This design comes from an exercise in tuning for small area and a short achievable clock period on the open sky130 flow, not from production work. In this exercise RTL edits were held to simulation tests only and were not proved equivalent to the original. No activity file was given, so power comes from the tool's default toggle rates.

==> zinc: inputs <==
// banked_mem_top
module banked_mem_top (
  input  logic        clock,
  input  logic        rst,
  input  logic        rd_enable,
  input  logic [7:0]  rd_addr,
  output logic [31:0] rd_data,
  output logic        rd_valid,
  input  logic [3:0]  wr_mask,
  input  logic [7:0]  wr_addr,
  input  logic [31:0] wr_data
);
==> module word_sel256, before the edit <==
module word_sel256 (
  input  logic [255:0] sel,
  input  logic [255:0] d,
  output logic [1:0]   x
);
  logic [127:0] t;
  for (genvar j = 0; j < 128; j++) begin : g_aoi
    mc_aoi22 u_aoi (
      .a0(sel[2*j]),   .b0(d[2*j]),
      .a1(sel[2*j+1]), .b1(d[2*j+1]),
      .y (t[j])
    );
  end
  logic [31:0] u;
  for (genvar j = 0; j < 32; j++) begin : g_u
    mc_nand4 u_nand (.a(t[4*j]), .b(t[4*j+1]), .c(t[4*j+2]), .d(t[4*j+3]), .y(u[j]));
  end
  logic [7:0] v;
  for (genvar j = 0; j < 8; j++) begin : g_v
    mc_nor4 u_nor (.a(u[4*j]), .b(u[4*j+1]), .c(u[4*j+2]), .d(u[4*j+3]), .y(v[j]));
  end
  mc_nand4 u_x0 (.a(v[0]), .b(v[1]), .c(v[2]), .d(v[3]), .y(x[0]));
  mc_nand4 u_x1 (.a(v[4]), .b(v[5]), .c(v[6]), .d(v[7]), .y(x[1]));
endmodule
==> module banked_mem_top, before the edit <==
module banked_mem_top (
  input  logic        clock,
  input  logic        rst,
  input  logic        rd_enable,
  input  logic [7:0]  rd_addr,
  output logic [31:0] rd_data,
  output logic        rd_valid,
  input  logic [3:0]  wr_mask,
  input  logic [7:0]  wr_addr,
  input  logic [31:0] wr_data
);
  logic [7:0]       wq_addr;
  logic [3:0]       wq_mask;
  logic [31:0]      wq_data;
  logic [15:0]      whi_n;
  logic [3:0][15:0] wlo_n;
  always_ff @(posedge clock) begin
    wq_addr <= wr_addr;
    wq_mask <= wr_mask;
    wq_data <= wr_data;
    for (int k = 0; k < 16; k++) begin
      whi_n[k] <= (wr_addr[7:4] != 4'(k));
      for (int l = 0; l < 4; l++) begin
        wlo_n[l][k] <= !(wr_addr[3:0] == 4'(k) && wr_mask[l]);
      end
    end
  end
  logic [255:0][3:0] we;
  for (genvar w = 0; w < 256; w++) begin : g_we
    for (genvar l = 0; l < 4; l++) begin : g_lane
      mc_nor2 u_we (.a(whi_n[w/16]), .b(wlo_n[l][w%16]), .y(we[w][l]));
    end
  end
  logic [7:0]   ra, ra_n;
  logic [15:0]  rlo_n, rhi_n;
  logic [255:0] rsel;
  assign ra = rd_addr;
  assign ra_n = ~rd_addr;
  for (genvar k = 0; k < 16; k++) begin : g_rfield
    mc_nand4 u_lo (
      .a(k[0] ? ra[0] : ra_n[0]), .b(k[1] ? ra[1] : ra_n[1]),
      .c(k[2] ? ra[2] : ra_n[2]), .d(k[3] ? ra[3] : ra_n[3]), .y(rlo_n[k])
    );
    mc_nand4 u_hi (
      .a(k[0] ? ra[4] : ra_n[4]), .b(k[1] ? ra[5] : ra_n[5]),
      .c(k[2] ? ra[6] : ra_n[6]), .d(k[3] ? ra[7] : ra_n[7]), .y(rhi_n[k])
    );
  end
  for (genvar w = 0; w < 256; w++) begin : g_rdec
    mc_nor2 u_sel (.a(rhi_n[w/16]), .b(rlo_n[w%16]), .y(rsel[w]));
  end
  logic       hit_cur, hit_pend;
  logic [3:0] fwd;
  assign hit_cur = (wr_addr == rd_addr);
  assign hit_pend = (wq_addr == rd_addr);
  for (genvar l = 0; l < 4; l++) begin : g_fwd
    assign fwd[l] = (hit_cur && wr_mask[l]) || (hit_pend && wq_mask[l]);
  end
  for (genvar i = 0; i < 32; i++) begin : g_col
    localparam int LANE = (31 - i) / 8;
    logic [255:0] col;
    logic [1:0]   x;
    logic         fdata;
    logic [1:0]   part_q;
    always_ff @(posedge clock) begin
      for (int w = 0; w < 256; w++) begin
        if (we[w][LANE]) begin
          col[w] <= wq_data[i];
        end
      end
    end
    word_sel256 u_sel (.sel(rsel), .d(col), .x(x));
    assign fdata = (hit_cur && wr_mask[LANE]) ? wr_data[i] : wq_data[i];
    always_ff @(posedge clock) begin
      part_q[0] <= fwd[LANE] ? fdata : x[0];
      part_q[1] <= x[1] && !fwd[LANE];
    end
    assign rd_data[i] = |part_q;
  end
  always_ff @(posedge clock) begin
    if (rst) begin
      rd_valid <= 1'b0;
    end else begin
      rd_valid <= rd_enable;
    end
  end
endmodule
export LEC_CHECK = 0
export CAP_MARGIN = 20
export CELL_PAD_IN_SITES_DETAIL_PLACEMENT = 1
export CELL_PAD_IN_SITES_GLOBAL_PLACEMENT = 2
export CORE_MARGIN = 2
export CORE_UTILIZATION = 50
export CTS_CLUSTER_DIAMETER = 100
export CTS_CLUSTER_SIZE = 22
export PLACE_DENSITY = 0.6
export SETUP_SLACK_MARGIN = 2.7
export SLEW_MARGIN = 20
export SYNTH_HIERARCHICAL = 1
export SYNTH_MINIMUM_KEEP_SIZE = 0
create_clock -name core_clock -period 6.0 [get_ports {clock}]
run.sh (not shown) runs the stock make flow with config.mk's settings and CLKGATE_MAP_FILE= SYNTH_SCRIPT=/design/flow/synth_recipe.tcl, a recipe that flattens the netlist after the stock synthesis.
==> delta: changes against zinc <==
--- a/flow/design.v
+++ b/flow/design.v
@@ -56,24 +56,29 @@
   input  logic [255:0] d,
   output logic [1:0]   x
 );
-  logic [127:0] t;
-  for (genvar j = 0; j < 128; j++) begin : g_aoi
-    mc_aoi22 u_aoi (
-      .a0(sel[2*j]),   .b0(d[2*j]),
-      .a1(sel[2*j+1]), .b1(d[2*j+1]),
+  logic [85:0] t;
+  for (genvar j = 0; j < 85; j++) begin : g_aoi
+    mc_aoi222 u_aoi (
+      .a0(sel[3*j]),   .b0(d[3*j]),
+      .a1(sel[3*j+1]), .b1(d[3*j+1]),
+      .a2(sel[3*j+2]), .b2(d[3*j+2]),
       .y (t[j])
     );
   end
-  logic [31:0] u;
-  for (genvar j = 0; j < 32; j++) begin : g_u
+  mc_nand2 u_t_last (.a(sel[255]), .b(d[255]), .y(t[85]));
+  logic [21:0] u;
+  for (genvar j = 0; j < 21; j++) begin : g_u
     mc_nand4 u_nand (.a(t[4*j]), .b(t[4*j+1]), .c(t[4*j+2]), .d(t[4*j+3]), .y(u[j]));
   end
-  logic [7:0] v;
-  for (genvar j = 0; j < 8; j++) begin : g_v
+  mc_nand2 u_u_last (.a(t[84]), .b(t[85]), .y(u[21]));
+  logic [5:0] v;
+  for (genvar j = 0; j < 4; j++) begin : g_v
     mc_nor4 u_nor (.a(u[4*j]), .b(u[4*j+1]), .c(u[4*j+2]), .d(u[4*j+3]), .y(v[j]));
   end
-  mc_nand4 u_x0 (.a(v[0]), .b(v[1]), .c(v[2]), .d(v[3]), .y(x[0]));
-  mc_nand4 u_x1 (.a(v[4]), .b(v[5]), .c(v[6]), .d(v[7]), .y(x[1]));
+  mc_nor3 u_v4 (.a(u[16]), .b(u[17]), .c(u[18]), .y(v[4]));
+  mc_nor3 u_v5 (.a(u[19]), .b(u[20]), .c(u[21]), .y(v[5]));
+  mc_nand3 u_x0 (.a(v[0]), .b(v[1]), .c(v[2]), .y(x[0]));
+  mc_nand3 u_x1 (.a(v[3]), .b(v[4]), .c(v[5]), .y(x[1]));
 endmodule
 `default_nettype wire
 `timescale 1ns/1ps
@@ -89,26 +94,29 @@
   input  logic [7:0]  wr_addr,
   input  logic [31:0] wr_data
 );
-  logic [7:0]       wq_addr;
-  logic [3:0]       wq_mask;
-  logic [31:0]      wq_data;
-  logic [15:0]      whi_n;
-  logic [3:0][15:0] wlo_n;
+  logic [7:0]  wq_addr;
+  logic [3:0]  wq_mask;
+  logic [31:0] wq_data;
+  logic [15:0] wlo, whi;
   always_ff @(posedge clock) begin
     wq_addr <= wr_addr;
     wq_mask <= wr_mask;
     wq_data <= wr_data;
     for (int k = 0; k < 16; k++) begin
-      whi_n[k] <= (wr_addr[7:4] != 4'(k));
-      for (int l = 0; l < 4; l++) begin
-        wlo_n[l][k] <= !(wr_addr[3:0] == 4'(k) && wr_mask[l]);
-      end
+      wlo[k] <= (wr_addr[3:0] == 4'(k));
+      whi[k] <= (wr_addr[7:4] == 4'(k));
     end
   end
+  logic [255:0] word_n;
+  for (genvar w = 0; w < 256; w++) begin : g_wdec
+    mc_nand2 u_sel (.a(whi[w/16]), .b(wlo[w%16]), .y(word_n[w]));
+  end
+  logic [3:0] lane_n;
+  assign lane_n = ~wq_mask;
   logic [255:0][3:0] we;
   for (genvar w = 0; w < 256; w++) begin : g_we
     for (genvar l = 0; l < 4; l++) begin : g_lane
-      mc_nor2 u_we (.a(whi_n[w/16]), .b(wlo_n[l][w%16]), .y(we[w][l]));
+      mc_nor2 u_we (.a(word_n[w]), .b(lane_n[l]), .y(we[w][l]));
     end
   end
   logic [7:0]   ra, ra_n;
==> comparison table <==
Outcome: delta timing/DRC/antenna clean; zinc timing/DRC/antenna clean
Ant. Diodes: delta 109; zinc 106
Maximum net fanout on the critical path: delta 27; zinc 7
Horizontal die dimension: delta 767 um; zinc 802 um
Net count after synthesis: delta 14.0k; zinc 15.6k
Area of the mapped netlist: delta 291000 um^2; zinc 319000 um^2
Setup slack of the worst register-to-register path: delta 2.60 ns; zinc 3.18 ns
Switching share of power: delta 0.212; zinc 0.214
Die height: delta 767 um; zinc 802 um
Area used by multi-input combinational logic: delta 44400 um^2; zinc 72000 um^2
Core Box Area: delta 581000 um^2; zinc 636000 um^2
Multi-input gates: delta 5561; zinc 7128
Power attributed to sequential cells: delta 64.7 mW; zinc 65.0 mW
Power Internal: delta 77.9 mW; zinc 78.4 mW
Placed cells: delta 22.4k; zinc 24.6k
Pre-CTS setup slack: delta -0.738 ns; zinc -0.362 ns
Post-synthesis average cell area: delta 20.9 um^2; zinc 20.5 um^2
Placer's final routability congestion estimate: delta 0.906; zinc 0.881
Net switching power of the design: delta 21.0 mW; zinc 21.3 mW
Transition time at the pin with the least slew margin: delta 1.35 ns; zinc 1.47 ns
Tightest hold margin: delta 0.603 ns; zinc 0.601 ns
Repair and plain buffers: delta 1118; zinc 1483
Global-route wire length before repair: delta 1410000 um; zinc 1510000 um
Leakage power figure: delta 99.6 nW; zinc 103 nW
Slew headroom: delta 0.103; zinc 0.0216

re-timing with driven ports:
The results above use ideal ports. As a check the final layouts listed here were re-extracted and re-timed, cells and wires unchanged. Step 1 (the two cells are an assumption about what drives the block):
set clk [get_ports {clock}]
set_driving_cell -lib_cell sky130_fd_sc_hd__clkbuf_16 $clk
set_driving_cell -lib_cell sky130_fd_sc_hd__buf_2 [delete_from_list [all_inputs] $clk]
Step 2, shift: input delay + t, output delay - t, t = (earliest + latest rising clock arrival at the registers) / 2. This alone moves slack from input paths to output paths. a / b / c = no drivers / after step 1 / after step 2; a / b = the first two.
run	shift t [ns]	slack for setup (ns)	worst setup path at the end
zinc	1.215	2.318 / 2.143 / 0.929	input to register
delta	1.224	2.190 / 2.138 / 0.914	input to register
After both steps setup and hold are still met in every run listed. For zinc, which loses most, drivers alone change the setup slack by -0.175 ns; drivers and shift together by -1.389 ns.
